Context: an optimization exercise on an open-source flow, tuned for small area and a short achievable clock period. The choices shown serve that exercise and are no tape-out recipe.
Where RTL was checked, it was by simulation tests only, not by an equivalence proof against the original.
Only the layout flow was run in run 2; the RTL was not checked for function there.
Power and IR drop assume default switching activity.

==> flow/design.v (outline; a module is shown in full before it is edited, if it fits) <==
// module config_port: 68 lines
// module dsp_slice_l0d0b: 422 lines
// module dsp_slice_l1d0b: 423 lines
// module dsp_slice_l2d0b: 422 lines
// module dsp_slice: 27 lines
// module pe: 75 lines
// module virtual_fabric: 57 lines
module virtual_fabric
#(
  parameter int NUM_PE = 8,
  parameter logic [31:0] L1_MAP  = 32'h2222_2221,
  parameter logic [31:0] DFR_MAP = 32'h0000_0000,
  parameter logic [7:0]  BOOTH_MAP = 8'hff   
) (
  input  logic                  clk,
  input  logic                  rst,
  input  logic                  en,
  input  logic [31:0]                 data_in,    
  output logic [31:0]                 data_out,   
  input  logic                  cfg_req,
  input  logic [21:0]             cfg_wr,     
  output logic                  cfg_ack
);
  // ...
==> flow/run.sh <==
#!/bin/bash
# synth_recipe.tcl (not shown) runs the flow's synth.tcl, then flattens the netlist and writes it again
# the make line also repeats each setting of config.mk as NAME=value (left out here)
make -C /OpenROAD-flow-scripts/flow DESIGN_CONFIG=/design/flow/config.mk WORK_HOME=/design/flow/orfs CLKGATE_MAP_FILE= SYNTH_SCRIPT=/design/flow/synth_recipe.tcl finish
==> flow/config.mk <==
export PLATFORM = sky130hd
export DESIGN_NAME = virtual_fabric
export DESIGN_NICKNAME = virtual_fabric
export VERILOG_FILES = /design/flow/design.v
export SDC_FILE = /design/flow/constraint.sdc
export NUM_CORES = 4
export LEC_CHECK = 0
export ABC_AREA = 1
export CAP_MARGIN = 20
export CORE_MARGIN = 2
export CORE_UTILIZATION = 40
export CTS_BUF_LIST = sky130_fd_sc_hd__clkbuf_4 sky130_fd_sc_hd__clkbuf_8
export SETUP_SLACK_MARGIN = 5.0
export SLEW_MARGIN = 20
export TNS_END_PERCENT = 5
==> flow/constraint.sdc <==
create_clock -name core_clock -period 8.0 [get_ports {clk}]
set_input_delay 1.6000 -clock core_clock [delete_from_list [all_inputs] [get_ports {clk}]]
set_output_delay 1.6000 -clock core_clock [all_outputs]
set_load 0.01 [all_outputs]
==> results.sh, run 1 <==
export IMPL_cp_cell_sequence="buf_12 -> nand2_8 -> inv_2 -> nand2_1 -> nand4_1 -> nand2_2 -> buf_4 -> buf_6 -> nand2_1 -> nand2_4 -> o22ai_2 -> xor2_1 -> fa_2 -> inv_1 -> fa_2"
export IMPL_postPlaceCellArea_um2=99000
export IMPL_htreeDepth=5
export IMPL_rows=179
export IMPL_multi_input_area_share_pct=46.2
export IMPL_p_leak_uw=0.0514
export IMPL_synthTopCellsByArea="edfxtp_1 24%, dfxtp_1 17%, nand2_1 10%"
export IMPL_hold_viol=0
export IMPL_dp_hpwl_um=240000
export IMPL_inverters=1192
export IMPL_synth_area_um2=95300
export IMPL_fin_setup_tns_ns=0
export IMPL_hold_path_class="reg2reg"
export IMPL_drt_pass1_iterations=8
export IMPL_worstMarginPinSlew_ns=1.31
export IMPL_fmax_mhz=298
export IMPL_met2_usage_pct=42.2
export IMPL_vias=86600
export IMPL_post_cts_resized=999
export IMPL_post_place_ws_ns=2.85
export IMPL_worst_skew_pair_late_latency_ns=1.09
export IMPL_final_seq_area_um2=39500
export IMPL_outcome="no timing/DRC/antenna violations"
export IMPL_slowest_stage="fa_2"
export IMPL_synth_avg_cell_area_um2=8.28
export IMPL_use_met3_pct=5.12
export IMPL_synth_seq_area_share_pct=41.3
==> module dsp_slice_l0d0b, before the edit <==
module dsp_slice_l0d0b
(
  input  logic        clk,
  input  logic        rst,
  input  logic        en,
  input  logic        s1_valid,   
  input  logic [2:0]  op,
  input  logic [15:0] d,
  input  logic [15:0] p,
  input  logic [15:0] b,
  input  logic [15:0] dq,   
  input  logic [15:0] bq,
  output logic [15:0] result
);
  wire mul  = (op == 3'd1) | (op == 3'd2) | (op == 3'd3);
  wire neg  = (op == 3'd3);
  wire usep = (op == 3'd0) | (op == 3'd2) | (op == 3'd3) | (op == 3'd4);
  wire addd = (op == 3'd4);
  wire [15:0] beff = (b & {16{mul}}) | {15'd0, addd};
  wire [15:0] peff = (p ^ {16{neg}}) & {16{usep}};
  wire a_one1 = beff[0] ^ 1'b0;
  wire a_two2 = (beff[1] & ~beff[0] & ~1'b0) | (~beff[1] & beff[0] & 1'b0);
  wire a_sel3 = a_one1 & d[0];
  wire a_sel4 = (a_one1 & d[1]) | (a_two2 & d[0]);
  wire a_sel5 = (a_one1 & d[2]) | (a_two2 & d[1]);
  wire a_sel6 = (a_one1 & d[3]) | (a_two2 & d[2]);
  wire a_sel7 = (a_one1 & d[4]) | (a_two2 & d[3]);
  wire a_sel8 = (a_one1 & d[5]) | (a_two2 & d[4]);
  wire a_sel9 = (a_one1 & d[6]) | (a_two2 & d[5]);
  wire a_sel10 = (a_one1 & d[7]) | (a_two2 & d[6]);
  wire a_sel11 = (a_one1 & d[8]) | (a_two2 & d[7]);
  wire a_sel12 = (a_one1 & d[9]) | (a_two2 & d[8]);
  wire a_sel13 = (a_one1 & d[10]) | (a_two2 & d[9]);
  wire a_sel14 = (a_one1 & d[11]) | (a_two2 & d[10]);
  wire a_sel15 = (a_one1 & d[12]) | (a_two2 & d[11]);
  wire a_sel16 = (a_one1 & d[13]) | (a_two2 & d[12]);
  wire a_sel17 = (a_one1 & d[14]) | (a_two2 & d[13]);
  wire a_sel18 = (a_one1 & d[15]) | (a_two2 & d[14]);
  wire a_bp19 = a_sel3 ^ beff[1];
  wire a_bp20 = a_sel4 ^ beff[1];
  wire a_bp21 = a_sel5 ^ beff[1];
  wire a_bp22 = a_sel6 ^ beff[1];
  wire a_bp23 = a_sel7 ^ beff[1];
  wire a_bp24 = a_sel8 ^ beff[1];
  wire a_bp25 = a_sel9 ^ beff[1];
  wire a_bp26 = a_sel10 ^ beff[1];
  wire a_bp27 = a_sel11 ^ beff[1];
  wire a_bp28 = a_sel12 ^ beff[1];
  wire a_bp29 = a_sel13 ^ beff[1];
  wire a_bp30 = a_sel14 ^ beff[1];
  wire a_bp31 = a_sel15 ^ beff[1];
  wire a_bp32 = a_sel16 ^ beff[1];
  wire a_bp33 = a_sel17 ^ beff[1];
  wire a_bp34 = a_sel18 ^ beff[1];
  wire a_one35 = beff[2] ^ beff[1];
  wire a_two36 = (beff[3] & ~beff[2] & ~beff[1]) | (~beff[3] & beff[2] & beff[1]);
  wire a_sel37 = a_one35 & d[0];
  wire a_sel38 = (a_one35 & d[1]) | (a_two36 & d[0]);
  wire a_sel39 = (a_one35 & d[2]) | (a_two36 & d[1]);
  wire a_sel40 = (a_one35 & d[3]) | (a_two36 & d[2]);
  wire a_sel41 = (a_one35 & d[4]) | (a_two36 & d[3]);
  wire a_sel42 = (a_one35 & d[5]) | (a_two36 & d[4]);
  wire a_sel43 = (a_one35 & d[6]) | (a_two36 & d[5]);
  wire a_sel44 = (a_one35 & d[7]) | (a_two36 & d[6]);
  wire a_sel45 = (a_one35 & d[8]) | (a_two36 & d[7]);
  wire a_sel46 = (a_one35 & d[9]) | (a_two36 & d[8]);
  wire a_sel47 = (a_one35 & d[10]) | (a_two36 & d[9]);
  wire a_sel48 = (a_one35 & d[11]) | (a_two36 & d[10]);
  wire a_sel49 = (a_one35 & d[12]) | (a_two36 & d[11]);
  wire a_sel50 = (a_one35 & d[13]) | (a_two36 & d[12]);
  wire a_bp51 = a_sel37 ^ beff[3];
  wire a_bp52 = a_sel38 ^ beff[3];
  wire a_bp53 = a_sel39 ^ beff[3];
  wire a_bp54 = a_sel40 ^ beff[3];
  wire a_bp55 = a_sel41 ^ beff[3];
  wire a_bp56 = a_sel42 ^ beff[3];
  wire a_bp57 = a_sel43 ^ beff[3];
  wire a_bp58 = a_sel44 ^ beff[3];
  wire a_bp59 = a_sel45 ^ beff[3];
  wire a_bp60 = a_sel46 ^ beff[3];
  wire a_bp61 = a_sel47 ^ beff[3];
  wire a_bp62 = a_sel48 ^ beff[3];
  wire a_bp63 = a_sel49 ^ beff[3];
  wire a_bp64 = a_sel50 ^ beff[3];
  wire a_one65 = beff[4] ^ beff[3];
  wire a_two66 = (beff[5] & ~beff[4] & ~beff[3]) | (~beff[5] & beff[4] & beff[3]);
  wire a_sel67 = a_one65 & d[0];
  wire a_sel68 = (a_one65 & d[1]) | (a_two66 & d[0]);
  wire a_sel69 = (a_one65 & d[2]) | (a_two66 & d[1]);
  wire a_sel70 = (a_one65 & d[3]) | (a_two66 & d[2]);
  wire a_sel71 = (a_one65 & d[4]) | (a_two66 & d[3]);
  wire a_sel72 = (a_one65 & d[5]) | (a_two66 & d[4]);
  wire a_sel73 = (a_one65 & d[6]) | (a_two66 & d[5]);
  wire a_sel74 = (a_one65 & d[7]) | (a_two66 & d[6]);
  wire a_sel75 = (a_one65 & d[8]) | (a_two66 & d[7]);
  wire a_sel76 = (a_one65 & d[9]) | (a_two66 & d[8]);
  wire a_sel77 = (a_one65 & d[10]) | (a_two66 & d[9]);
  wire a_sel78 = (a_one65 & d[11]) | (a_two66 & d[10]);
  wire a_bp79 = a_sel67 ^ beff[5];
  wire a_bp80 = a_sel68 ^ beff[5];
  wire a_bp81 = a_sel69 ^ beff[5];
  wire a_bp82 = a_sel70 ^ beff[5];
  wire a_bp83 = a_sel71 ^ beff[5];
  wire a_bp84 = a_sel72 ^ beff[5];
  wire a_bp85 = a_sel73 ^ beff[5];
  wire a_bp86 = a_sel74 ^ beff[5];
  wire a_bp87 = a_sel75 ^ beff[5];
  wire a_bp88 = a_sel76 ^ beff[5];
  wire a_bp89 = a_sel77 ^ beff[5];
  wire a_bp90 = a_sel78 ^ beff[5];
  wire a_one91 = beff[6] ^ beff[5];
  wire a_two92 = (beff[7] & ~beff[6] & ~beff[5]) | (~beff[7] & beff[6] & beff[5]);
  wire a_sel93 = a_one91 & d[0];
  wire a_sel94 = (a_one91 & d[1]) | (a_two92 & d[0]);
  wire a_sel95 = (a_one91 & d[2]) | (a_two92 & d[1]);
  wire a_sel96 = (a_one91 & d[3]) | (a_two92 & d[2]);
  wire a_sel97 = (a_one91 & d[4]) | (a_two92 & d[3]);
  wire a_sel98 = (a_one91 & d[5]) | (a_two92 & d[4]);
  wire a_sel99 = (a_one91 & d[6]) | (a_two92 & d[5]);
  wire a_sel100 = (a_one91 & d[7]) | (a_two92 & d[6]);
  wire a_sel101 = (a_one91 & d[8]) | (a_two92 & d[7]);
  wire a_sel102 = (a_one91 & d[9]) | (a_two92 & d[8]);
  wire a_bp103 = a_sel93 ^ beff[7];
  wire a_bp104 = a_sel94 ^ beff[7];
  wire a_bp105 = a_sel95 ^ beff[7];
  wire a_bp106 = a_sel96 ^ beff[7];
  wire a_bp107 = a_sel97 ^ beff[7];
  wire a_bp108 = a_sel98 ^ beff[7];
  wire a_bp109 = a_sel99 ^ beff[7];
  wire a_bp110 = a_sel100 ^ beff[7];
  wire a_bp111 = a_sel101 ^ beff[7];
  wire a_bp112 = a_sel102 ^ beff[7];
  wire a_one113 = beff[8] ^ beff[7];
  wire a_two114 = (beff[9] & ~beff[8] & ~beff[7]) | (~beff[9] & beff[8] & beff[7]);
  wire a_sel115 = a_one113 & d[0];
  wire a_sel116 = (a_one113 & d[1]) | (a_two114 & d[0]);
  wire a_sel117 = (a_one113 & d[2]) | (a_two114 & d[1]);
  wire a_sel118 = (a_one113 & d[3]) | (a_two114 & d[2]);
  wire a_sel119 = (a_one113 & d[4]) | (a_two114 & d[3]);
  wire a_sel120 = (a_one113 & d[5]) | (a_two114 & d[4]);
  wire a_sel121 = (a_one113 & d[6]) | (a_two114 & d[5]);
  wire a_sel122 = (a_one113 & d[7]) | (a_two114 & d[6]);
  wire a_bp123 = a_sel115 ^ beff[9];
  wire a_bp124 = a_sel116 ^ beff[9];
  wire a_bp125 = a_sel117 ^ beff[9];
  wire a_bp126 = a_sel118 ^ beff[9];
  wire a_bp127 = a_sel119 ^ beff[9];
  wire a_bp128 = a_sel120 ^ beff[9];
  wire a_bp129 = a_sel121 ^ beff[9];
  wire a_bp130 = a_sel122 ^ beff[9];
  wire a_one131 = beff[10] ^ beff[9];
  wire a_two132 = (beff[11] & ~beff[10] & ~beff[9]) | (~beff[11] & beff[10] & beff[9]);
  wire a_sel133 = a_one131 & d[0];
  wire a_sel134 = (a_one131 & d[1]) | (a_two132 & d[0]);
  wire a_sel135 = (a_one131 & d[2]) | (a_two132 & d[1]);
  wire a_sel136 = (a_one131 & d[3]) | (a_two132 & d[2]);
  wire a_sel137 = (a_one131 & d[4]) | (a_two132 & d[3]);
  wire a_sel138 = (a_one131 & d[5]) | (a_two132 & d[4]);
  wire a_bp139 = a_sel133 ^ beff[11];
  wire a_bp140 = a_sel134 ^ beff[11];
  wire a_bp141 = a_sel135 ^ beff[11];
  wire a_bp142 = a_sel136 ^ beff[11];
  wire a_bp143 = a_sel137 ^ beff[11];
  wire a_bp144 = a_sel138 ^ beff[11];
  wire a_one145 = beff[12] ^ beff[11];
  wire a_two146 = (beff[13] & ~beff[12] & ~beff[11]) | (~beff[13] & beff[12] & beff[11]);
  wire a_sel147 = a_one145 & d[0];
  wire a_sel148 = (a_one145 & d[1]) | (a_two146 & d[0]);
  wire a_sel149 = (a_one145 & d[2]) | (a_two146 & d[1]);
  wire a_sel150 = (a_one145 & d[3]) | (a_two146 & d[2]);
  wire a_bp151 = a_sel147 ^ beff[13];
  wire a_bp152 = a_sel148 ^ beff[13];
  wire a_bp153 = a_sel149 ^ beff[13];
  wire a_bp154 = a_sel150 ^ beff[13];
  wire a_one155 = beff[14] ^ beff[13];
  wire a_two156 = (beff[15] & ~beff[14] & ~beff[13]) | (~beff[15] & beff[14] & beff[13]);
  wire a_sel157 = a_one155 & d[0];
  wire a_sel158 = (a_one155 & d[1]) | (a_two156 & d[0]);
  wire a_bp159 = a_sel158 ^ (beff[15] & a_sel157);
  logic [94:0] s1_q;
  always_ff @(posedge clk)
  begin
    if (en)
      s1_q <= {a_bp159, a_bp154, a_bp144, a_bp130, a_bp112, a_bp90, a_bp64, a_bp34, peff[15], a_sel157, a_bp153, a_bp143, a_bp129, a_bp111, a_bp89, a_bp63, a_bp33, peff[14], a_bp152, a_bp142, a_bp128, a_bp110, a_bp88, a_bp62, a_bp32, peff[13], beff[13], a_bp151, a_bp141, a_bp127, a_bp109, a_bp87, a_bp61, a_bp31, peff[12], a_bp140, a_bp126, a_bp108, a_bp86, a_bp60, a_bp30, peff[11], beff[11], a_bp139, a_bp125, a_bp107, a_bp85, a_bp59, a_bp29, peff[10], a_bp124, a_bp106, a_bp84, a_bp58, a_bp28, peff[9], beff[9], a_bp123, a_bp105, a_bp83, a_bp57, a_bp27, peff[8], a_bp104, a_bp82, a_bp56, a_bp26, peff[7], beff[7], a_bp103, a_bp81, a_bp55, a_bp25, peff[6], a_bp80, a_bp54, a_bp24, peff[5], beff[5], a_bp79, a_bp53, a_bp23, peff[4], a_bp52, a_bp22, peff[3], beff[3], a_bp51, a_bp21, peff[2], a_bp20, peff[1], beff[1], a_bp19, peff[0]};
  end
  logic neg_q;
  always_ff @(posedge clk)
  begin
    if (en)
      neg_q <= neg;
  end
  wire b_s1 = s1_q[32] ^ s1_q[33];
  wire b_c2 = s1_q[32] & s1_q[33];
  wire b_s3 = s1_q[39] ^ s1_q[40];
  wire b_c4 = s1_q[39] & s1_q[40];
  wire b_s5 = s1_q[45] ^ s1_q[46] ^ s1_q[47];
  wire b_c6 = (s1_q[45] & s1_q[46]) | (s1_q[45] & s1_q[47]) | (s1_q[46] & s1_q[47]);
  wire b_s7 = s1_q[48] ^ s1_q[49];
  wire b_c8 = s1_q[48] & s1_q[49];
  wire b_s9 = s1_q[53] ^ s1_q[54] ^ s1_q[55];
  wire b_c10 = (s1_q[53] & s1_q[54]) | (s1_q[53] & s1_q[55]) | (s1_q[54] & s1_q[55]);
  wire b_s11 = s1_q[56] ^ s1_q[57];
  wire b_c12 = s1_q[56] & s1_q[57];
  wire b_s13 = s1_q[60] ^ s1_q[61] ^ s1_q[62];
  wire b_c14 = (s1_q[60] & s1_q[61]) | (s1_q[60] & s1_q[62]) | (s1_q[61] & s1_q[62]);
  wire b_s15 = s1_q[63] ^ s1_q[64] ^ s1_q[65];
  wire b_c16 = (s1_q[63] & s1_q[64]) | (s1_q[63] & s1_q[65]) | (s1_q[64] & s1_q[65]);
  wire b_s17 = s1_q[66] ^ s1_q[67];
  wire b_c18 = s1_q[66] & s1_q[67];
  wire b_s19 = s1_q[69] ^ s1_q[70] ^ s1_q[71];
  wire b_c20 = (s1_q[69] & s1_q[70]) | (s1_q[69] & s1_q[71]) | (s1_q[70] & s1_q[71]);
  wire b_s21 = s1_q[72] ^ s1_q[73] ^ s1_q[74];
  wire b_c22 = (s1_q[72] & s1_q[73]) | (s1_q[72] & s1_q[74]) | (s1_q[73] & s1_q[74]);
  wire b_s23 = s1_q[75] ^ s1_q[76];
  wire b_c24 = s1_q[75] & s1_q[76];
  wire b_s25 = s1_q[77] ^ s1_q[78] ^ s1_q[79];
  wire b_c26 = (s1_q[77] & s1_q[78]) | (s1_q[77] & s1_q[79]) | (s1_q[78] & s1_q[79]);
  wire b_s27 = s1_q[80] ^ s1_q[81] ^ s1_q[82];
  wire b_c28 = (s1_q[80] & s1_q[81]) | (s1_q[80] & s1_q[82]) | (s1_q[81] & s1_q[82]);
  wire b_s29 = s1_q[83] ^ s1_q[84] ^ s1_q[85];
  wire b_c30 = (s1_q[83] & s1_q[84]) | (s1_q[83] & s1_q[85]) | (s1_q[84] & s1_q[85]);
  wire b_x31 = s1_q[86] ^ s1_q[87] ^ s1_q[88];
  wire b_x32 = s1_q[89] ^ s1_q[90] ^ s1_q[91];
  wire b_x33 = s1_q[92] ^ s1_q[93] ^ s1_q[94];
  wire b_x34 = b_x31 ^ b_x32 ^ b_x33;
  wire b_s35 = s1_q[12] ^ s1_q[13];
  wire b_c36 = s1_q[12] & s1_q[13];
  wire b_s37 = s1_q[17] ^ s1_q[18];
  wire b_c38 = s1_q[17] & s1_q[18];
  wire b_s39 = s1_q[21] ^ s1_q[22] ^ s1_q[23];
  wire b_c40 = (s1_q[21] & s1_q[22]) | (s1_q[21] & s1_q[23]) | (s1_q[22] & s1_q[23]);
  wire b_s41 = s1_q[24] ^ s1_q[25];
  wire b_c42 = s1_q[24] & s1_q[25];
  wire b_s43 = s1_q[27] ^ s1_q[28] ^ s1_q[29];
  wire b_c44 = (s1_q[27] & s1_q[28]) | (s1_q[27] & s1_q[29]) | (s1_q[28] & s1_q[29]);
  wire b_s45 = s1_q[30] ^ s1_q[31];
  wire b_c46 = s1_q[30] & s1_q[31];
  wire b_s47 = b_s1 ^ s1_q[34] ^ s1_q[35];
  wire b_c48 = (b_s1 & s1_q[34]) | (b_s1 & s1_q[35]) | (s1_q[34] & s1_q[35]);
  wire b_s49 = s1_q[36] ^ s1_q[37] ^ s1_q[38];
  wire b_c50 = (s1_q[36] & s1_q[37]) | (s1_q[36] & s1_q[38]) | (s1_q[37] & s1_q[38]);
  wire b_s51 = b_c2 ^ b_s3 ^ s1_q[41];
  wire b_c52 = (b_c2 & b_s3) | (b_c2 & s1_q[41]) | (b_s3 & s1_q[41]);
  wire b_s53 = s1_q[42] ^ s1_q[43] ^ s1_q[44];
  wire b_c54 = (s1_q[42] & s1_q[43]) | (s1_q[42] & s1_q[44]) | (s1_q[43] & s1_q[44]);
  wire b_s55 = b_c4 ^ b_s5 ^ b_s7;
  wire b_c56 = (b_c4 & b_s5) | (b_c4 & b_s7) | (b_s5 & b_s7);
  wire b_s57 = s1_q[50] ^ s1_q[51] ^ s1_q[52];
  wire b_c58 = (s1_q[50] & s1_q[51]) | (s1_q[50] & s1_q[52]) | (s1_q[51] & s1_q[52]);
  wire b_s59 = b_c6 ^ b_c8 ^ b_s9;
  wire b_c60 = (b_c6 & b_c8) | (b_c6 & b_s9) | (b_c8 & b_s9);
  wire b_s61 = b_s11 ^ s1_q[58] ^ s1_q[59];
  wire b_c62 = (b_s11 & s1_q[58]) | (b_s11 & s1_q[59]) | (s1_q[58] & s1_q[59]);
  wire b_s63 = b_c10 ^ b_c12 ^ b_s13;
  wire b_c64 = (b_c10 & b_c12) | (b_c10 & b_s13) | (b_c12 & b_s13);
  wire b_s65 = b_s15 ^ b_s17 ^ s1_q[68];
  wire b_c66 = (b_s15 & b_s17) | (b_s15 & s1_q[68]) | (b_s17 & s1_q[68]);
  wire b_s67 = b_c14 ^ b_c16 ^ b_c18;
  wire b_c68 = (b_c14 & b_c16) | (b_c14 & b_c18) | (b_c16 & b_c18);
  wire b_s69 = b_s19 ^ b_s21 ^ b_s23;
  wire b_c70 = (b_s19 & b_s21) | (b_s19 & b_s23) | (b_s21 & b_s23);
  wire b_s71 = b_c20 ^ b_c22 ^ b_c24;
  wire b_c72 = (b_c20 & b_c22) | (b_c20 & b_c24) | (b_c22 & b_c24);
  wire b_s73 = b_s25 ^ b_s27 ^ b_s29;
  wire b_c74 = (b_s25 & b_s27) | (b_s25 & b_s29) | (b_s27 & b_s29);
  wire b_s75 = s1_q[5] ^ s1_q[6];
  wire b_c76 = s1_q[5] & s1_q[6];
  wire b_s77 = s1_q[9] ^ s1_q[10];
  wire b_c78 = s1_q[9] & s1_q[10];
  wire b_s79 = b_s35 ^ s1_q[14] ^ s1_q[15];
  wire b_c80 = (b_s35 & s1_q[14]) | (b_s35 & s1_q[15]) | (s1_q[14] & s1_q[15]);
  wire b_s81 = b_c36 ^ b_s37 ^ s1_q[19];
  wire b_c82 = (b_c36 & b_s37) | (b_c36 & s1_q[19]) | (b_s37 & s1_q[19]);
  wire b_s83 = b_c38 ^ b_s39 ^ b_s41;
  wire b_c84 = (b_c38 & b_s39) | (b_c38 & b_s41) | (b_s39 & b_s41);
  wire b_s85 = b_c40 ^ b_c42 ^ b_s43;
  wire b_c86 = (b_c40 & b_c42) | (b_c40 & b_s43) | (b_c42 & b_s43);
  wire b_s87 = b_c44 ^ b_c46 ^ b_s47;
  wire b_c88 = (b_c44 & b_c46) | (b_c44 & b_s47) | (b_c46 & b_s47);
  wire b_s89 = b_c48 ^ b_c50 ^ b_s51;
  wire b_c90 = (b_c48 & b_c50) | (b_c48 & b_s51) | (b_c50 & b_s51);
  wire b_s91 = b_c52 ^ b_c54 ^ b_s55;
  wire b_c92 = (b_c52 & b_c54) | (b_c52 & b_s55) | (b_c54 & b_s55);
  wire b_s93 = b_c56 ^ b_c58 ^ b_s59;
  wire b_c94 = (b_c56 & b_c58) | (b_c56 & b_s59) | (b_c58 & b_s59);
  wire b_s95 = b_c60 ^ b_c62 ^ b_s63;
  wire b_c96 = (b_c60 & b_c62) | (b_c60 & b_s63) | (b_c62 & b_s63);
  wire b_s97 = b_c64 ^ b_c66 ^ b_s67;
  wire b_c98 = (b_c64 & b_c66) | (b_c64 & b_s67) | (b_c66 & b_s67);
  wire b_s99 = b_c68 ^ b_c70 ^ b_s71;
  wire b_c100 = (b_c68 & b_c70) | (b_c68 & b_s71) | (b_c70 & b_s71);
  wire b_s101 = s1_q[0] ^ s1_q[1];
  wire b_c102 = s1_q[0] & s1_q[1];
  wire b_s103 = s1_q[3] ^ s1_q[4];
  wire b_c104 = s1_q[3] & s1_q[4];
  wire b_s105 = b_s75 ^ s1_q[7] ^ s1_q[8];
  wire b_c106 = (b_s75 & s1_q[7]) | (b_s75 & s1_q[8]) | (s1_q[7] & s1_q[8]);
  wire b_s107 = b_c76 ^ b_s77 ^ s1_q[11];
  wire b_c108 = (b_c76 & b_s77) | (b_c76 & s1_q[11]) | (b_s77 & s1_q[11]);
  wire b_s109 = b_c78 ^ b_s79 ^ s1_q[16];
  wire b_c110 = (b_c78 & b_s79) | (b_c78 & s1_q[16]) | (b_s79 & s1_q[16]);
  wire b_s111 = b_c80 ^ b_s81 ^ s1_q[20];
  wire b_c112 = (b_c80 & b_s81) | (b_c80 & s1_q[20]) | (b_s81 & s1_q[20]);
  wire b_s113 = b_c82 ^ b_s83 ^ s1_q[26];
  wire b_c114 = (b_c82 & b_s83) | (b_c82 & s1_q[26]) | (b_s83 & s1_q[26]);
  wire b_s115 = b_c84 ^ b_s85 ^ b_s45;
  wire b_c116 = (b_c84 & b_s85) | (b_c84 & b_s45) | (b_s85 & b_s45);
  wire b_s117 = b_c86 ^ b_s87 ^ b_s49;
  wire b_c118 = (b_c86 & b_s87) | (b_c86 & b_s49) | (b_s87 & b_s49);
  wire b_s119 = b_c88 ^ b_s89 ^ b_s53;
  wire b_c120 = (b_c88 & b_s89) | (b_c88 & b_s53) | (b_s89 & b_s53);
  wire b_s121 = b_c90 ^ b_s91 ^ b_s57;
  wire b_c122 = (b_c90 & b_s91) | (b_c90 & b_s57) | (b_s91 & b_s57);
  wire b_s123 = b_c92 ^ b_s93 ^ b_s61;
  wire b_c124 = (b_c92 & b_s93) | (b_c92 & b_s61) | (b_s93 & b_s61);
  wire b_s125 = b_c94 ^ b_s95 ^ b_s65;
  wire b_c126 = (b_c94 & b_s95) | (b_c94 & b_s65) | (b_s95 & b_s65);
  wire b_s127 = b_c96 ^ b_s97 ^ b_s69;
  wire b_c128 = (b_c96 & b_s97) | (b_c96 & b_s69) | (b_s97 & b_s69);
  wire b_s129 = b_c98 ^ b_s99 ^ b_s73;
  wire b_c130 = (b_c98 & b_s99) | (b_c98 & b_s73) | (b_s99 & b_s73);
  wire b_x131 = b_c130 ^ b_x34 ^ b_c100;
  wire b_x132 = b_c72 ^ b_c74 ^ b_c26;
  wire b_x133 = b_c28 ^ b_c30;
  wire b_x134 = b_x131 ^ b_x132 ^ b_x133;
  wire [15:0] row0 = {b_x134, b_c128, b_c126, b_c124, b_c122, b_c120, b_c118, b_c116, b_c114, b_c112, b_c110, b_c108, b_c106, b_c104, b_c102, b_s101};
  wire [15:0] row1 = {1'b0, b_s129, b_s127, b_s125, b_s123, b_s121, b_s119, b_s117, b_s115, b_s113, b_s111, b_s109, b_s107, b_s105, b_s103, s1_q[2]};
  wire [15:0] g0 = row0 & row1;
  wire [15:0] p0 = row0 ^ row1;
  wire g1_1 = g0[1] | (p0[1] & g0[0]);
  wire g1_2 = g0[2] | (p0[2] & g0[1]);
  wire p1_2 = p0[2] & p0[1];
  wire g1_3 = g0[3] | (p0[3] & g0[2]);
  wire p1_3 = p0[3] & p0[2];
  wire g1_4 = g0[4] | (p0[4] & g0[3]);
  wire p1_4 = p0[4] & p0[3];
  wire g1_5 = g0[5] | (p0[5] & g0[4]);
  wire p1_5 = p0[5] & p0[4];
  wire g1_6 = g0[6] | (p0[6] & g0[5]);
  wire p1_6 = p0[6] & p0[5];
  wire g1_7 = g0[7] | (p0[7] & g0[6]);
  wire p1_7 = p0[7] & p0[6];
  wire g1_8 = g0[8] | (p0[8] & g0[7]);
  wire p1_8 = p0[8] & p0[7];
  wire g1_9 = g0[9] | (p0[9] & g0[8]);
  wire p1_9 = p0[9] & p0[8];
  wire g1_10 = g0[10] | (p0[10] & g0[9]);
  wire p1_10 = p0[10] & p0[9];
  wire g1_11 = g0[11] | (p0[11] & g0[10]);
  wire p1_11 = p0[11] & p0[10];
  wire g1_12 = g0[12] | (p0[12] & g0[11]);
  wire p1_12 = p0[12] & p0[11];
  wire g1_13 = g0[13] | (p0[13] & g0[12]);
  wire p1_13 = p0[13] & p0[12];
  wire g1_14 = g0[14] | (p0[14] & g0[13]);
  wire p1_14 = p0[14] & p0[13];
  wire g1_15 = g0[15] | (p0[15] & g0[14]);
  wire p1_15 = p0[15] & p0[14];
  wire g2_2 = g1_2 | (p1_2 & g0[0]);
  wire g2_3 = g1_3 | (p1_3 & g1_1);
  wire g2_4 = g1_4 | (p1_4 & g1_2);
  wire p2_4 = p1_4 & p1_2;
  wire g2_5 = g1_5 | (p1_5 & g1_3);
  wire p2_5 = p1_5 & p1_3;
  wire g2_6 = g1_6 | (p1_6 & g1_4);
  wire p2_6 = p1_6 & p1_4;
  wire g2_7 = g1_7 | (p1_7 & g1_5);
  wire p2_7 = p1_7 & p1_5;
  wire g2_8 = g1_8 | (p1_8 & g1_6);
  wire p2_8 = p1_8 & p1_6;
  wire g2_9 = g1_9 | (p1_9 & g1_7);
  wire p2_9 = p1_9 & p1_7;
  wire g2_10 = g1_10 | (p1_10 & g1_8);
  wire p2_10 = p1_10 & p1_8;
  wire g2_11 = g1_11 | (p1_11 & g1_9);
  wire p2_11 = p1_11 & p1_9;
  wire g2_12 = g1_12 | (p1_12 & g1_10);
  wire p2_12 = p1_12 & p1_10;
  wire g2_13 = g1_13 | (p1_13 & g1_11);
  wire p2_13 = p1_13 & p1_11;
  wire g2_14 = g1_14 | (p1_14 & g1_12);
  wire p2_14 = p1_14 & p1_12;
  wire g2_15 = g1_15 | (p1_15 & g1_13);
  wire p2_15 = p1_15 & p1_13;
  wire g3_4 = g2_4 | (p2_4 & g0[0]);
  wire g3_5 = g2_5 | (p2_5 & g1_1);
  wire g3_6 = g2_6 | (p2_6 & g2_2);
  wire g3_7 = g2_7 | (p2_7 & g2_3);
  wire g3_8 = g2_8 | (p2_8 & g2_4);
  wire p3_8 = p2_8 & p2_4;
  wire g3_9 = g2_9 | (p2_9 & g2_5);
  wire p3_9 = p2_9 & p2_5;
  wire g3_10 = g2_10 | (p2_10 & g2_6);
  wire p3_10 = p2_10 & p2_6;
  wire g3_11 = g2_11 | (p2_11 & g2_7);
  wire p3_11 = p2_11 & p2_7;
  wire g3_12 = g2_12 | (p2_12 & g2_8);
  wire p3_12 = p2_12 & p2_8;
  wire g3_13 = g2_13 | (p2_13 & g2_9);
  wire p3_13 = p2_13 & p2_9;
  wire g3_14 = g2_14 | (p2_14 & g2_10);
  wire p3_14 = p2_14 & p2_10;
  wire g3_15 = g2_15 | (p2_15 & g2_11);
  wire p3_15 = p2_15 & p2_11;
  wire g4_8 = g3_8 | (p3_8 & g0[0]);
  wire g4_9 = g3_9 | (p3_9 & g1_1);
  wire g4_10 = g3_10 | (p3_10 & g2_2);
  wire g4_11 = g3_11 | (p3_11 & g2_3);
  wire g4_12 = g3_12 | (p3_12 & g3_4);
  wire g4_13 = g3_13 | (p3_13 & g3_5);
  wire g4_14 = g3_14 | (p3_14 & g3_6);
  wire g4_15 = g3_15 | (p3_15 & g3_7);
  wire [15:0] cy = {g4_14, g4_13, g4_12, g4_11, g4_10, g4_9, g4_8, g3_7, g3_6, g3_5, g3_4, g2_3, g2_2, g1_1, g0[0], 1'b0};
  wire [15:0] sum = p0 ^ cy;
  always_ff @(posedge clk)
  begin
    if (rst)
      result <= '0;
    else if (en)
      result <= s1_valid ? (sum ^ {16{neg_q}}) : '0;
  end
endmodule
==> inputs of run 2 (changes only) <==
--- a/flow/design.v
+++ b/flow/design.v
@@ -440,98 +440,79 @@
   wire b_x132 = b_c72 ^ b_c74 ^ b_c26;
   wire b_x133 = b_c28 ^ b_c30;
   wire b_x134 = b_x131 ^ b_x132 ^ b_x133;
   wire [15:0] row0 = {b_x134, b_c128, b_c126, b_c124, b_c122, b_c120, b_c118, b_c116, b_c114, b_c112, b_c110, b_c108, b_c106, b_c104, b_c102, b_s101};
   wire [15:0] row1 = {1'b0, b_s129, b_s127, b_s125, b_s123, b_s121, b_s119, b_s117, b_s115, b_s113, b_s111, b_s109, b_s107, b_s105, b_s103, s1_q[2]};
   wire [15:0] g0 = row0 & row1;
   wire [15:0] p0 = row0 ^ row1;
   wire g1_1 = g0[1] | (p0[1] & g0[0]);
-  wire g1_2 = g0[2] | (p0[2] & g0[1]);
-  wire p1_2 = p0[2] & p0[1];
+  wire p1_1 = p0[1] & p0[0];
   wire g1_3 = g0[3] | (p0[3] & g0[2]);
   wire p1_3 = p0[3] & p0[2];
-  wire g1_4 = g0[4] | (p0[4] & g0[3]);
-  wire p1_4 = p0[4] & p0[3];
   wire g1_5 = g0[5] | (p0[5] & g0[4]);
   wire p1_5 = p0[5] & p0[4];
-  wire g1_6 = g0[6] | (p0[6] & g0[5]);
-  wire p1_6 = p0[6] & p0[5];
   wire g1_7 = g0[7] | (p0[7] & g0[6]);
   wire p1_7 = p0[7] & p0[6];
-  wire g1_8 = g0[8] | (p0[8] & g0[7]);
-  wire p1_8 = p0[8] & p0[7];
   wire g1_9 = g0[9] | (p0[9] & g0[8]);
   wire p1_9 = p0[9] & p0[8];
-  wire g1_10 = g0[10] | (p0[10] & g0[9]);
-  wire p1_10 = p0[10] & p0[9];
   wire g1_11 = g0[11] | (p0[11] & g0[10]);
   wire p1_11 = p0[11] & p0[10];
-  wire g1_12 = g0[12] | (p0[12] & g0[11]);
-  wire p1_12 = p0[12] & p0[11];
   wire g1_13 = g0[13] | (p0[13] & g0[12]);
   wire p1_13 = p0[13] & p0[12];
-  wire g1_14 = g0[14] | (p0[14] & g0[13]);
-  wire p1_14 = p0[14] & p0[13];
   wire g1_15 = g0[15] | (p0[15] & g0[14]);
   wire p1_15 = p0[15] & p0[14];
-  wire g2_2 = g1_2 | (p1_2 & g0[0]);
+  wire g2_2 = g0[2] | (p0[2] & g1_1);
+  wire p2_2 = p0[2] & p1_1;
   wire g2_3 = g1_3 | (p1_3 & g1_1);
-  wire g2_4 = g1_4 | (p1_4 & g1_2);
-  wire p2_4 = p1_4 & p1_2;
-  wire g2_5 = g1_5 | (p1_5 & g1_3);
-  wire p2_5 = p1_5 & p1_3;
-  wire g2_6 = g1_6 | (p1_6 & g1_4);
-  wire p2_6 = p1_6 & p1_4;
+  wire p2_3 = p1_3 & p1_1;
+  wire g2_6 = g0[6] | (p0[6] & g1_5);
+  wire p2_6 = p0[6] & p1_5;
   wire g2_7 = g1_7 | (p1_7 & g1_5);
   wire p2_7 = p1_7 & p1_5;
-  wire g2_8 = g1_8 | (p1_8 & g1_6);
-  wire p2_8 = p1_8 & p1_6;
-  wire g2_9 = g1_9 | (p1_9 & g1_7);
-  wire p2_9 = p1_9 & p1_7;
-  wire g2_10 = g1_10 | (p1_10 & g1_8);
-  wire p2_10 = p1_10 & p1_8;
+  wire g2_10 = g0[10] | (p0[10] & g1_9);
+  wire p2_10 = p0[10] & p1_9;
   wire g2_11 = g1_11 | (p1_11 & g1_9);
   wire p2_11 = p1_11 & p1_9;
-  wire g2_12 = g1_12 | (p1_12 & g1_10);
-  wire p2_12 = p1_12 & p1_10;
-  wire g2_13 = g1_13 | (p1_13 & g1_11);
-  wire p2_13 = p1_13 & p1_11;
-  wire g2_14 = g1_14 | (p1_14 & g1_12);
-  wire p2_14 = p1_14 & p1_12;
+  wire g2_14 = g0[14] | (p0[14] & g1_13);
+  wire p2_14 = p0[14] & p1_13;
   wire g2_15 = g1_15 | (p1_15 & g1_13);
   wire p2_15 = p1_15 & p1_13;
-  wire g3_4 = g2_4 | (p2_4 & g0[0]);
-  wire g3_5 = g2_5 | (p2_5 & g1_1);
-  wire g3_6 = g2_6 | (p2_6 & g2_2);
+  wire g3_4 = g0[4] | (p0[4] & g2_3);
+  wire p3_4 = p0[4] & p2_3;
+  wire g3_5 = g1_5 | (p1_5 & g2_3);
+  wire p3_5 = p1_5 & p2_3;
+  wire g3_6 = g2_6 | (p2_6 & g2_3);
+  wire p3_6 = p2_6 & p2_3;
   wire g3_7 = g2_7 | (p2_7 & g2_3);
-  wire g3_8 = g2_8 | (p2_8 & g2_4);
-  wire p3_8 = p2_8 & p2_4;
-  wire g3_9 = g2_9 | (p2_9 & g2_5);
-  wire p3_9 = p2_9 & p2_5;
-  wire g3_10 = g2_10 | (p2_10 & g2_6);
-  wire p3_10 = p2_10 & p2_6;
-  wire g3_11 = g2_11 | (p2_11 & g2_7);
-  wire p3_11 = p2_11 & p2_7;
-  wire g3_12 = g2_12 | (p2_12 & g2_8);
-  wire p3_12 = p2_12 & p2_8;
-  wire g3_13 = g2_13 | (p2_13 & g2_9);
-  wire p3_13 = p2_13 & p2_9;
-  wire g3_14 = g2_14 | (p2_14 & g2_10);
-  wire p3_14 = p2_14 & p2_10;
+  wire p3_7 = p2_7 & p2_3;
+  wire g3_12 = g0[12] | (p0[12] & g2_11);
+  wire p3_12 = p0[12] & p2_11;
+  wire g3_13 = g1_13 | (p1_13 & g2_11);
+  wire p3_13 = p1_13 & p2_11;
+  wire g3_14 = g2_14 | (p2_14 & g2_11);
+  wire p3_14 = p2_14 & p2_11;
   wire g3_15 = g2_15 | (p2_15 & g2_11);
   wire p3_15 = p2_15 & p2_11;
-  wire g4_8 = g3_8 | (p3_8 & g0[0]);
-  wire g4_9 = g3_9 | (p3_9 & g1_1);
-  wire g4_10 = g3_10 | (p3_10 & g2_2);
-  wire g4_11 = g3_11 | (p3_11 & g2_3);
-  wire g4_12 = g3_12 | (p3_12 & g3_4);
-  wire g4_13 = g3_13 | (p3_13 & g3_5);
-  wire g4_14 = g3_14 | (p3_14 & g3_6);
+  wire g4_8 = g0[8] | (p0[8] & g3_7);
+  wire p4_8 = p0[8] & p3_7;
+  wire g4_9 = g1_9 | (p1_9 & g3_7);
+  wire p4_9 = p1_9 & p3_7;
+  wire g4_10 = g2_10 | (p2_10 & g3_7);
+  wire p4_10 = p2_10 & p3_7;
+  wire g4_11 = g2_11 | (p2_11 & g3_7);
+  wire p4_11 = p2_11 & p3_7;
+  wire g4_12 = g3_12 | (p3_12 & g3_7);
+  wire p4_12 = p3_12 & p3_7;
+  wire g4_13 = g3_13 | (p3_13 & g3_7);
+  wire p4_13 = p3_13 & p3_7;
+  wire g4_14 = g3_14 | (p3_14 & g3_7);
+  wire p4_14 = p3_14 & p3_7;
   wire g4_15 = g3_15 | (p3_15 & g3_7);
+  wire p4_15 = p3_15 & p3_7;
   wire [15:0] cy = {g4_14, g4_13, g4_12, g4_11, g4_10, g4_9, g4_8, g3_7, g3_6, g3_5, g3_4, g2_3, g2_2, g1_1, g0[0], 1'b0};
   wire [15:0] sum = p0 ^ cy;
   always_ff @(posedge clk)
   begin
     if (rst)
       result <= '0;
     else if (en)
       result <= s1_valid ? (sum ^ {16{neg_q}}) : '0;
@@ -863,98 +844,79 @@
   wire b_x99 = b_c98 ^ b_x42 ^ b_c68;
   wire b_x100 = b_c38 ^ b_c40;
   wire b_x101 = b_x99 ^ b_x100;
   wire [15:0] row0 = {b_x101, b_c96, b_c94, b_c92, b_c90, b_c88, b_c86, b_c84, b_c82, b_c80, b_c78, b_c76, b_c74, b_c72, b_c70, b_s69};
   wire [15:0] row1 = {1'b0, b_s97, b_s95, b_s93, b_s91, b_s89, b_s87, b_s85, b_s83, b_s81, b_s79, b_s77, b_s75, b_s73, b_s71, s1_q[2]};
   wire [15:0] g0 = row0 & row1;
   wire [15:0] p0 = row0 ^ row1;
   wire g1_1 = g0[1] | (p0[1] & g0[0]);
-  wire g1_2 = g0[2] | (p0[2] & g0[1]);
-  wire p1_2 = p0[2] & p0[1];
+  wire p1_1 = p0[1] & p0[0];
   wire g1_3 = g0[3] | (p0[3] & g0[2]);
   wire p1_3 = p0[3] & p0[2];
-  wire g1_4 = g0[4] | (p0[4] & g0[3]);
-  wire p1_4 = p0[4] & p0[3];
   wire g1_5 = g0[5] | (p0[5] & g0[4]);
   wire p1_5 = p0[5] & p0[4];
-  wire g1_6 = g0[6] | (p0[6] & g0[5]);
-  wire p1_6 = p0[6] & p0[5];
   wire g1_7 = g0[7] | (p0[7] & g0[6]);
   wire p1_7 = p0[7] & p0[6];
-  wire g1_8 = g0[8] | (p0[8] & g0[7]);
-  wire p1_8 = p0[8] & p0[7];
   wire g1_9 = g0[9] | (p0[9] & g0[8]);
   wire p1_9 = p0[9] & p0[8];
-  wire g1_10 = g0[10] | (p0[10] & g0[9]);
-  wire p1_10 = p0[10] & p0[9];
   wire g1_11 = g0[11] | (p0[11] & g0[10]);
   wire p1_11 = p0[11] & p0[10];
-  wire g1_12 = g0[12] | (p0[12] & g0[11]);
-  wire p1_12 = p0[12] & p0[11];
   wire g1_13 = g0[13] | (p0[13] & g0[12]);
   wire p1_13 = p0[13] & p0[12];
-  wire g1_14 = g0[14] | (p0[14] & g0[13]);
-  wire p1_14 = p0[14] & p0[13];
   wire g1_15 = g0[15] | (p0[15] & g0[14]);
   wire p1_15 = p0[15] & p0[14];
-  wire g2_2 = g1_2 | (p1_2 & g0[0]);
+  wire g2_2 = g0[2] | (p0[2] & g1_1);
+  wire p2_2 = p0[2] & p1_1;
   wire g2_3 = g1_3 | (p1_3 & g1_1);
-  wire g2_4 = g1_4 | (p1_4 & g1_2);
-  wire p2_4 = p1_4 & p1_2;
-  wire g2_5 = g1_5 | (p1_5 & g1_3);
-  wire p2_5 = p1_5 & p1_3;
-  wire g2_6 = g1_6 | (p1_6 & g1_4);
-  wire p2_6 = p1_6 & p1_4;
+  wire p2_3 = p1_3 & p1_1;
+  wire g2_6 = g0[6] | (p0[6] & g1_5);
+  wire p2_6 = p0[6] & p1_5;
   wire g2_7 = g1_7 | (p1_7 & g1_5);
   wire p2_7 = p1_7 & p1_5;
-  wire g2_8 = g1_8 | (p1_8 & g1_6);
-  wire p2_8 = p1_8 & p1_6;
-  wire g2_9 = g1_9 | (p1_9 & g1_7);
-  wire p2_9 = p1_9 & p1_7;
-  wire g2_10 = g1_10 | (p1_10 & g1_8);
-  wire p2_10 = p1_10 & p1_8;
+  wire g2_10 = g0[10] | (p0[10] & g1_9);
+  wire p2_10 = p0[10] & p1_9;
   wire g2_11 = g1_11 | (p1_11 & g1_9);
   wire p2_11 = p1_11 & p1_9;
-  wire g2_12 = g1_12 | (p1_12 & g1_10);
-  wire p2_12 = p1_12 & p1_10;
-  wire g2_13 = g1_13 | (p1_13 & g1_11);
-  wire p2_13 = p1_13 & p1_11;
-  wire g2_14 = g1_14 | (p1_14 & g1_12);
-  wire p2_14 = p1_14 & p1_12;
+  wire g2_14 = g0[14] | (p0[14] & g1_13);
+  wire p2_14 = p0[14] & p1_13;
   wire g2_15 = g1_15 | (p1_15 & g1_13);
   wire p2_15 = p1_15 & p1_13;
-  wire g3_4 = g2_4 | (p2_4 & g0[0]);
-  wire g3_5 = g2_5 | (p2_5 & g1_1);
-  wire g3_6 = g2_6 | (p2_6 & g2_2);
+  wire g3_4 = g0[4] | (p0[4] & g2_3);
+  wire p3_4 = p0[4] & p2_3;
+  wire g3_5 = g1_5 | (p1_5 & g2_3);
+  wire p3_5 = p1_5 & p2_3;
+  wire g3_6 = g2_6 | (p2_6 & g2_3);
+  wire p3_6 = p2_6 & p2_3;
   wire g3_7 = g2_7 | (p2_7 & g2_3);
-  wire g3_8 = g2_8 | (p2_8 & g2_4);
-  wire p3_8 = p2_8 & p2_4;
-  wire g3_9 = g2_9 | (p2_9 & g2_5);
-  wire p3_9 = p2_9 & p2_5;
-  wire g3_10 = g2_10 | (p2_10 & g2_6);
-  wire p3_10 = p2_10 & p2_6;
-  wire g3_11 = g2_11 | (p2_11 & g2_7);
-  wire p3_11 = p2_11 & p2_7;
-  wire g3_12 = g2_12 | (p2_12 & g2_8);
-  wire p3_12 = p2_12 & p2_8;
-  wire g3_13 = g2_13 | (p2_13 & g2_9);
-  wire p3_13 = p2_13 & p2_9;
-  wire g3_14 = g2_14 | (p2_14 & g2_10);
-  wire p3_14 = p2_14 & p2_10;
+  wire p3_7 = p2_7 & p2_3;
+  wire g3_12 = g0[12] | (p0[12] & g2_11);
+  wire p3_12 = p0[12] & p2_11;
+  wire g3_13 = g1_13 | (p1_13 & g2_11);
+  wire p3_13 = p1_13 & p2_11;
+  wire g3_14 = g2_14 | (p2_14 & g2_11);
+  wire p3_14 = p2_14 & p2_11;
   wire g3_15 = g2_15 | (p2_15 & g2_11);
   wire p3_15 = p2_15 & p2_11;
-  wire g4_8 = g3_8 | (p3_8 & g0[0]);
-  wire g4_9 = g3_9 | (p3_9 & g1_1);
-  wire g4_10 = g3_10 | (p3_10 & g2_2);
-  wire g4_11 = g3_11 | (p3_11 & g2_3);
-  wire g4_12 = g3_12 | (p3_12 & g3_4);
-  wire g4_13 = g3_13 | (p3_13 & g3_5);
-  wire g4_14 = g3_14 | (p3_14 & g3_6);
+  wire g4_8 = g0[8] | (p0[8] & g3_7);
+  wire p4_8 = p0[8] & p3_7;
+  wire g4_9 = g1_9 | (p1_9 & g3_7);
+  wire p4_9 = p1_9 & p3_7;
+  wire g4_10 = g2_10 | (p2_10 & g3_7);
+  wire p4_10 = p2_10 & p3_7;
+  wire g4_11 = g2_11 | (p2_11 & g3_7);
+  wire p4_11 = p2_11 & p3_7;
+  wire g4_12 = g3_12 | (p3_12 & g3_7);
+  wire p4_12 = p3_12 & p3_7;
+  wire g4_13 = g3_13 | (p3_13 & g3_7);
+  wire p4_13 = p3_13 & p3_7;
+  wire g4_14 = g3_14 | (p3_14 & g3_7);
+  wire p4_14 = p3_14 & p3_7;
   wire g4_15 = g3_15 | (p3_15 & g3_7);
+  wire p4_15 = p3_15 & p3_7;
   wire [15:0] cy = {g4_14, g4_13, g4_12, g4_11, g4_10, g4_9, g4_8, g3_7, g3_6, g3_5, g3_4, g2_3, g2_2, g1_1, g0[0], 1'b0};
   wire [15:0] sum = p0 ^ cy;
   always_ff @(posedge clk)
   begin
     if (rst)
       result <= '0;
     else if (en)
       result <= s1_valid ? (sum ^ {16{neg_q}}) : '0;
@@ -1285,98 +1247,79 @@
   wire b_s58 = b_c24 ^ b_s25 ^ s1_q[55];
   wire b_c59 = (b_c24 & b_s25) | (b_c24 & s1_q[55]) | (b_s25 & s1_q[55]);
   wire b_x60 = b_c59 ^ b_x29 ^ b_c26;
   wire [15:0] row0 = {b_x60, b_c57, b_c55, b_c53, b_c51, b_c49, b_c47, b_c45, b_c43, b_c41, b_c39, b_c37, b_c35, b_c33, b_c31, b_s30};
   wire [15:0] row1 = {1'b0, b_s58, b_s56, b_s54, b_s52, b_s50, b_s48, b_s46, b_s44, b_s42, b_s40, b_s38, b_s36, b_s34, b_s32, s1_q[2]};
   wire [15:0] g0 = row0 & row1;
   wire [15:0] p0 = row0 ^ row1;
   wire g1_1 = g0[1] | (p0[1] & g0[0]);
-  wire g1_2 = g0[2] | (p0[2] & g0[1]);
-  wire p1_2 = p0[2] & p0[1];
+  wire p1_1 = p0[1] & p0[0];
   wire g1_3 = g0[3] | (p0[3] & g0[2]);
   wire p1_3 = p0[3] & p0[2];
-  wire g1_4 = g0[4] | (p0[4] & g0[3]);
-  wire p1_4 = p0[4] & p0[3];
   wire g1_5 = g0[5] | (p0[5] & g0[4]);
   wire p1_5 = p0[5] & p0[4];
-  wire g1_6 = g0[6] | (p0[6] & g0[5]);
-  wire p1_6 = p0[6] & p0[5];
   wire g1_7 = g0[7] | (p0[7] & g0[6]);
   wire p1_7 = p0[7] & p0[6];
-  wire g1_8 = g0[8] | (p0[8] & g0[7]);
-  wire p1_8 = p0[8] & p0[7];
   wire g1_9 = g0[9] | (p0[9] & g0[8]);
   wire p1_9 = p0[9] & p0[8];
-  wire g1_10 = g0[10] | (p0[10] & g0[9]);
-  wire p1_10 = p0[10] & p0[9];
   wire g1_11 = g0[11] | (p0[11] & g0[10]);
   wire p1_11 = p0[11] & p0[10];
-  wire g1_12 = g0[12] | (p0[12] & g0[11]);
-  wire p1_12 = p0[12] & p0[11];
   wire g1_13 = g0[13] | (p0[13] & g0[12]);
   wire p1_13 = p0[13] & p0[12];
-  wire g1_14 = g0[14] | (p0[14] & g0[13]);
-  wire p1_14 = p0[14] & p0[13];
   wire g1_15 = g0[15] | (p0[15] & g0[14]);
   wire p1_15 = p0[15] & p0[14];
-  wire g2_2 = g1_2 | (p1_2 & g0[0]);
+  wire g2_2 = g0[2] | (p0[2] & g1_1);
+  wire p2_2 = p0[2] & p1_1;
   wire g2_3 = g1_3 | (p1_3 & g1_1);
-  wire g2_4 = g1_4 | (p1_4 & g1_2);
-  wire p2_4 = p1_4 & p1_2;
-  wire g2_5 = g1_5 | (p1_5 & g1_3);
-  wire p2_5 = p1_5 & p1_3;
-  wire g2_6 = g1_6 | (p1_6 & g1_4);
-  wire p2_6 = p1_6 & p1_4;
+  wire p2_3 = p1_3 & p1_1;
+  wire g2_6 = g0[6] | (p0[6] & g1_5);
+  wire p2_6 = p0[6] & p1_5;
   wire g2_7 = g1_7 | (p1_7 & g1_5);
   wire p2_7 = p1_7 & p1_5;
-  wire g2_8 = g1_8 | (p1_8 & g1_6);
-  wire p2_8 = p1_8 & p1_6;
-  wire g2_9 = g1_9 | (p1_9 & g1_7);
-  wire p2_9 = p1_9 & p1_7;
-  wire g2_10 = g1_10 | (p1_10 & g1_8);
-  wire p2_10 = p1_10 & p1_8;
+  wire g2_10 = g0[10] | (p0[10] & g1_9);
+  wire p2_10 = p0[10] & p1_9;
   wire g2_11 = g1_11 | (p1_11 & g1_9);
   wire p2_11 = p1_11 & p1_9;
-  wire g2_12 = g1_12 | (p1_12 & g1_10);
-  wire p2_12 = p1_12 & p1_10;
-  wire g2_13 = g1_13 | (p1_13 & g1_11);
-  wire p2_13 = p1_13 & p1_11;
-  wire g2_14 = g1_14 | (p1_14 & g1_12);
-  wire p2_14 = p1_14 & p1_12;
+  wire g2_14 = g0[14] | (p0[14] & g1_13);
+  wire p2_14 = p0[14] & p1_13;
   wire g2_15 = g1_15 | (p1_15 & g1_13);
   wire p2_15 = p1_15 & p1_13;
-  wire g3_4 = g2_4 | (p2_4 & g0[0]);
-  wire g3_5 = g2_5 | (p2_5 & g1_1);
-  wire g3_6 = g2_6 | (p2_6 & g2_2);
+  wire g3_4 = g0[4] | (p0[4] & g2_3);
+  wire p3_4 = p0[4] & p2_3;
+  wire g3_5 = g1_5 | (p1_5 & g2_3);
+  wire p3_5 = p1_5 & p2_3;
+  wire g3_6 = g2_6 | (p2_6 & g2_3);
+  wire p3_6 = p2_6 & p2_3;
   wire g3_7 = g2_7 | (p2_7 & g2_3);
-  wire g3_8 = g2_8 | (p2_8 & g2_4);
-  wire p3_8 = p2_8 & p2_4;
-  wire g3_9 = g2_9 | (p2_9 & g2_5);
-  wire p3_9 = p2_9 & p2_5;
-  wire g3_10 = g2_10 | (p2_10 & g2_6);
-  wire p3_10 = p2_10 & p2_6;
-  wire g3_11 = g2_11 | (p2_11 & g2_7);
-  wire p3_11 = p2_11 & p2_7;
-  wire g3_12 = g2_12 | (p2_12 & g2_8);
-  wire p3_12 = p2_12 & p2_8;
-  wire g3_13 = g2_13 | (p2_13 & g2_9);
-  wire p3_13 = p2_13 & p2_9;
-  wire g3_14 = g2_14 | (p2_14 & g2_10);
-  wire p3_14 = p2_14 & p2_10;
+  wire p3_7 = p2_7 & p2_3;
+  wire g3_12 = g0[12] | (p0[12] & g2_11);
+  wire p3_12 = p0[12] & p2_11;
+  wire g3_13 = g1_13 | (p1_13 & g2_11);
+  wire p3_13 = p1_13 & p2_11;
+  wire g3_14 = g2_14 | (p2_14 & g2_11);
+  wire p3_14 = p2_14 & p2_11;
   wire g3_15 = g2_15 | (p2_15 & g2_11);
   wire p3_15 = p2_15 & p2_11;
-  wire g4_8 = g3_8 | (p3_8 & g0[0]);
-  wire g4_9 = g3_9 | (p3_9 & g1_1);
-  wire g4_10 = g3_10 | (p3_10 & g2_2);
-  wire g4_11 = g3_11 | (p3_11 & g2_3);
-  wire g4_12 = g3_12 | (p3_12 & g3_4);
-  wire g4_13 = g3_13 | (p3_13 & g3_5);
-  wire g4_14 = g3_14 | (p3_14 & g3_6);
+  wire g4_8 = g0[8] | (p0[8] & g3_7);
+  wire p4_8 = p0[8] & p3_7;
+  wire g4_9 = g1_9 | (p1_9 & g3_7);
+  wire p4_9 = p1_9 & p3_7;
+  wire g4_10 = g2_10 | (p2_10 & g3_7);
+  wire p4_10 = p2_10 & p3_7;
+  wire g4_11 = g2_11 | (p2_11 & g3_7);
+  wire p4_11 = p2_11 & p3_7;
+  wire g4_12 = g3_12 | (p3_12 & g3_7);
+  wire p4_12 = p3_12 & p3_7;
+  wire g4_13 = g3_13 | (p3_13 & g3_7);
+  wire p4_13 = p3_13 & p3_7;
+  wire g4_14 = g3_14 | (p3_14 & g3_7);
+  wire p4_14 = p3_14 & p3_7;
   wire g4_15 = g3_15 | (p3_15 & g3_7);
+  wire p4_15 = p3_15 & p3_7;
   wire [15:0] cy = {g4_14, g4_13, g4_12, g4_11, g4_10, g4_9, g4_8, g3_7, g3_6, g3_5, g3_4, g2_3, g2_2, g1_1, g0[0], 1'b0};
   wire [15:0] sum = p0 ^ cy;
   always_ff @(posedge clk)
   begin
     if (rst)
       result <= '0;
     else if (en)
       result <= s1_valid ? (sum ^ {16{neg_q}}) : '0;
==> flow/config.mk (replaced) <==
export PLATFORM = sky130hd
export DESIGN_NAME = virtual_fabric
export DESIGN_NICKNAME = virtual_fabric
export VERILOG_FILES = /design/flow/design.v
export SDC_FILE = /design/flow/constraint.sdc
export NUM_CORES = 4
export LEC_CHECK = 0
export ABC_AREA = 1
export CAP_MARGIN = 20
export CORE_MARGIN = 2
export CORE_UTILIZATION = 40
export SETUP_SLACK_MARGIN = 4.8
export SLEW_MARGIN = 20
==> results.sh, run 2 <==
export IMPL_outcome="no timing/DRC/antenna violations"
export IMPL_grt_pass1_wl_um=504000
export IMPL_synth_nets=12000
export IMPL_cts_buffers=180
export IMPL_drv_slew=0
export IMPL_grt_antenna_before_repair=9
export IMPL_root_buffer="clkbuf_16"
export IMPL_worst_setup_path_end_kind="register"
export IMPL_drt_pass1_iterations=7
export IMPL_worst_hold_startpoint="u_cfg.cfg_array[32]"
export IMPL_reg_top3="u_cfg.cfg_array x456, g_pe.u_pe.u_dsp.genblk1.genblk1.genblk1.u_s.s1_q x434"
export IMPL_met2_usage_pct=42.6
export IMPL_synth_top_area_cell="edfxtp_1"
export IMPL_r2r_start="g_pe[0].u_pe.u_dsp.genblk1.genblk1.u_s.s1_q[17]"
export IMPL_grtUsageMet1_pct=40.5
export IMPL_coreArea_um2=233000
export IMPL_multiInputGateArea_um2=54500
export IMPL_largest_reg_flops=456
export IMPL_critPathLaunchType="register"
export IMPL_drive_above_1_share_pct=21.7
export IMPL_synth_seq_area_share_pct=42.0
export IMPL_grt_pass1_vias=78100
export IMPL_detail_route_antenna_nets=0
export IMPL_io_buffers=90
export IMPL_slew_headroom_pct=28.5
export IMPL_synth_most_common_cell="nand2_1"
export IMPL_cts_tree="built"
export IMPL_place_inst=14100
export IMPL_period_share_pct=44.2
export IMPL_clk_pin_slew_worst_paths_ns=0.07
export IMPL_synth_commonest_cells="2,592 x nand2_1, 1,163 x nor2_1, 1,006 x inv_1, 826 x dfxtp_1, 800 x o21ai_0"
export IMPL_dieArea_um2=238000
export IMPL_final_common_cell="nand2_1"
export IMPL_holdPathEnd="u_cfg.cfg_array[32]"
export IMPL_crit_required_ns=8.68
export IMPL_p_sw_share_pct=28.2
export IMPL_grt_busiest_layer="met2"
export IMPL_synth_avg_cell_area_um2=8.29
export IMPL_wirelength_um=348000
export IMPL_drc=0
export IMPL_hold_viol=0
export IMPL_async_flop_share_pct=0
export IMPL_grt_overflow=0
export IMPL_via_per_inst=5.52
export IMPL_synthCells=11300
export IMPL_ys_seq_elements=1586
export IMPL_layout_min_cycle_time_ns=3.54
export IMPL_ir_drop_mv=0.228
export IMPL_combPwrFrac_pct=15.9
export IMPL_registers_top_by_ff_count="u_cfg.cfg_array"
export IMPL_worstMarginPinSlew_ns=1.07
export IMPL_p_clk_share_pct=41.2
export IMPL_finalSetupViolCount=0
export IMPL_ctsHoldBuffers=0
export IMPL_htreeDepth=4
export IMPL_fin_skew_ns=0.0345
export IMPL_crit_start="g_pe[0].u_pe.u_dsp.genblk1.genblk1.u_s.s1_q[17]"
export IMPL_routabilityCongestion=0.954
export IMPL_ys_types=59
export IMPL_start_util_pct=40.3
export IMPL_first_iter_violations=9092
export IMPL_cts_buffer_depth=3
export IMPL_ioPinCount=91
export IMPL_ys_warn_count=6
export IMPL_die_w_um=488
export IMPL_final_cells=15300
export IMPL_area_delta_synth_final_pct=25.6
export IMPL_fin_setup_tns_ns=0
export IMPL_fmax_mhz=283
export IMPL_dp_hpwl_um=235000
export IMPL_fillers=21500
export IMPL_synthTopCellsByArea="edfxtp_1 24%, dfxtp_1 18%, nand2_1 10%"
export IMPL_vias=84300
export IMPL_p_int_uw=15100
export IMPL_final_cell_mix="2,264 x nand2_1, 1,076 x nor2_1, 878 x inv_1"
export IMPL_grtUsageTotal_pct=28.0
export IMPL_routedWlPerCell_um=22.8
export IMPL_drv_cap=0
export IMPL_rows=177
export IMPL_hold_path_class="reg2reg"
export IMPL_p_leak_uw=0.0508
export IMPL_rsz0062_at_grt="true"
export IMPL_path_max_fanout=3
export IMPL_worst_setup_path_type="reg2reg"
export IMPL_cts_sinks=1586
export IMPL_worst_skew_pair_late_latency_ns=0.87
export IMPL_synth_area_um2=93800
export IMPL_worstPathArrival_ns=4.22
export IMPL_reg2reg_slack_ns=4.46
export IMPL_final_seq_area_um2=39500
export IMPL_grt_max_degree=195
export IMPL_synthFlopType="dfxtp_1"
export IMPL_powerDensity_nw_per_um2=178
export IMPL_use_met3_pct=4.15
export IMPL_synth_edf_count=760
export IMPL_seq_power_share_pct=42.9
export IMPL_netlist_area_leader_share_pct=24.3
export IMPL_switchingPower_uw=5920
export IMPL_die_y_um=488
export IMPL_final_nets=12700
export IMPL_reg2regPathDepth=16
export IMPL_whs_path_depth=2
## run 2: cell types whose count changed after synthesis, moves of 20 or more
cell,change
inv_1,-74
a21oi_1,-66
nand2_1,+65
nand3_1,+62
xor2_1,-49
o21ai_0,-37
a21o_1,-30
or2_2,+25
fa_1,+24
nand2_2,-24
clkbuf_1,+20
## run 2: timing repair
item,CTS,global route
pin swaps,316,517
resized for setup,964,985
buffers inserted,473,332
gates cloned,8,10
endpoints found under the hold margin,0,0
setup endpoints to repair,959,760
## run 2: worst max-delay path: stages, from the launching register on
cell and delay, ns:
edfxtp_1 0.44, ha_1 0.30, inv_1 0.05, fa_1 0.47, fa_1 0.52, inv_2 0.05, ha_4 0.28, nand3_2 0.07
nand2_2 0.08, nand2_2 0.05, nand3b_1 0.09, o21ai_2 0.07, fa_2 0.35, xor2_2 0.17, or2_4 0.23, nand3_2 0.07
a21oi_1 0.07
## run 2: how the worst max path moves through the flow
| stage | endpoint | slack, ns | cells after the start |
|---|---|---|---|
| 6_report | register | 4.46 | 16 |
| 5_1_grt | register | 4.31 | 16 |
| 4_1_cts | register | 4.42 | 16 |
| 3_5_place_dp | u_cfg.cfg_array[125] | 2.71 | 10 |
| 3_3_place_gp | u_cfg.cfg_array[125] | 2.74 | 10 |
| 2_1_floorplan | register | 4.59 | 14 |
## run 2: per-layer routing
metal | routed length, um | share of wire, %
met5 | 7 | 0.0020
met4 | 13300 | 3.8
met3 | 27500 | 7.9
met2 | 154000 | 44
met1 | 154000 | 44
## run 2: layout make-up
| class | instances | share of cell area, % |
|---|---|---|
| repair buffers | 1027 | 7.64 |
| diodes | 3 | 0.00637 |
| clock inverters | 83 | 0.856 |
| well taps | 3132 | 3.33 |
| repair inverters | 5 | 0.0308 |
| clock buffers | 256 | 4.36 |
| flip-flops and latches | 1586 | 33.5 |
| multi-input cells | 8092 | 46.3 |
| inverters | 1101 | 4.00 |
## run 2: stage by stage
stage          hold slack [ns]  utilization, %  power (uW)  instance area [um2]  setup WS, ns
2_1_floorplan            0.430               -       10800                94000          4.59
3_3_place_gp             0.444            41.9       11700                97600          2.74
3_5_place_dp             0.450            41.9       11800                97600          2.71
4_1_cts                  0.459            47.6       20800               111000          4.42
5_1_grt                  0.481            50.6       21800               118000          4.31
6_report                 0.460            50.6       21000               118000          4.46
## run 2: power groups by stage
stage | Sequential (uW) | Combinational, uW | Clock [uW]
after floorplan | 9060 | 1770 | 0
after global placement | 9170 | 2580 | 0
after detailed placement | 9170 | 2630 | 0
after CTS | 8990 | 2990 | 8790
after global routing | 9020 | 3680 | 9090
final | 9000 | 3340 | 8640
## run 2: cell families after synthesis
logic type | Yosys count | synth area share, %
AND/OR/NAND/NOR | 4617 | 20.2
flip-flops | 1586 | 42.0
adder cells (fa/ha/maj) | 634 | 11.7
AO/OA/AOI/OAI | 2148 | 12.8
multiplexers | 9 | 0.0961
XOR/XNOR | 681 | 6.36
buffers and inverters | 1641 | 6.79

[static timing again, ports no longer ideal]
In the flow no input, the clock included, has a driving cell. The finished layouts below were timed again as built, in two steps.
Step 1 (the two cells are an assumption about what drives the block):
set clk [get_ports {clk}]
set_driving_cell -lib_cell sky130_fd_sc_hd__clkbuf_16 $clk
set_driving_cell -lib_cell sky130_fd_sc_hd__buf_2 [delete_from_list [all_inputs] $clk]
Step 2 adds t to the input delays and takes it off the output delays; t is the mean of the earliest and latest rising clock arrival at the registers after step 1. Input paths then give back, and output paths get back, about the clock's delay inside the block.
Three values: ideal ports, drivers, drivers and shift; two values: the first two.
run	t, ns	slack for setup (ns)	worst setup path after step 2
run 1	1.150	4.649 / 4.625 / 3.578	input to register
run 2	0.940	4.462 / 4.462 / 3.935	input to register
After both steps setup and hold are still met in every run listed. The setup slack of run 1, which loses most, moves by -0.024 ns with the drivers and by -1.071 ns with both steps.
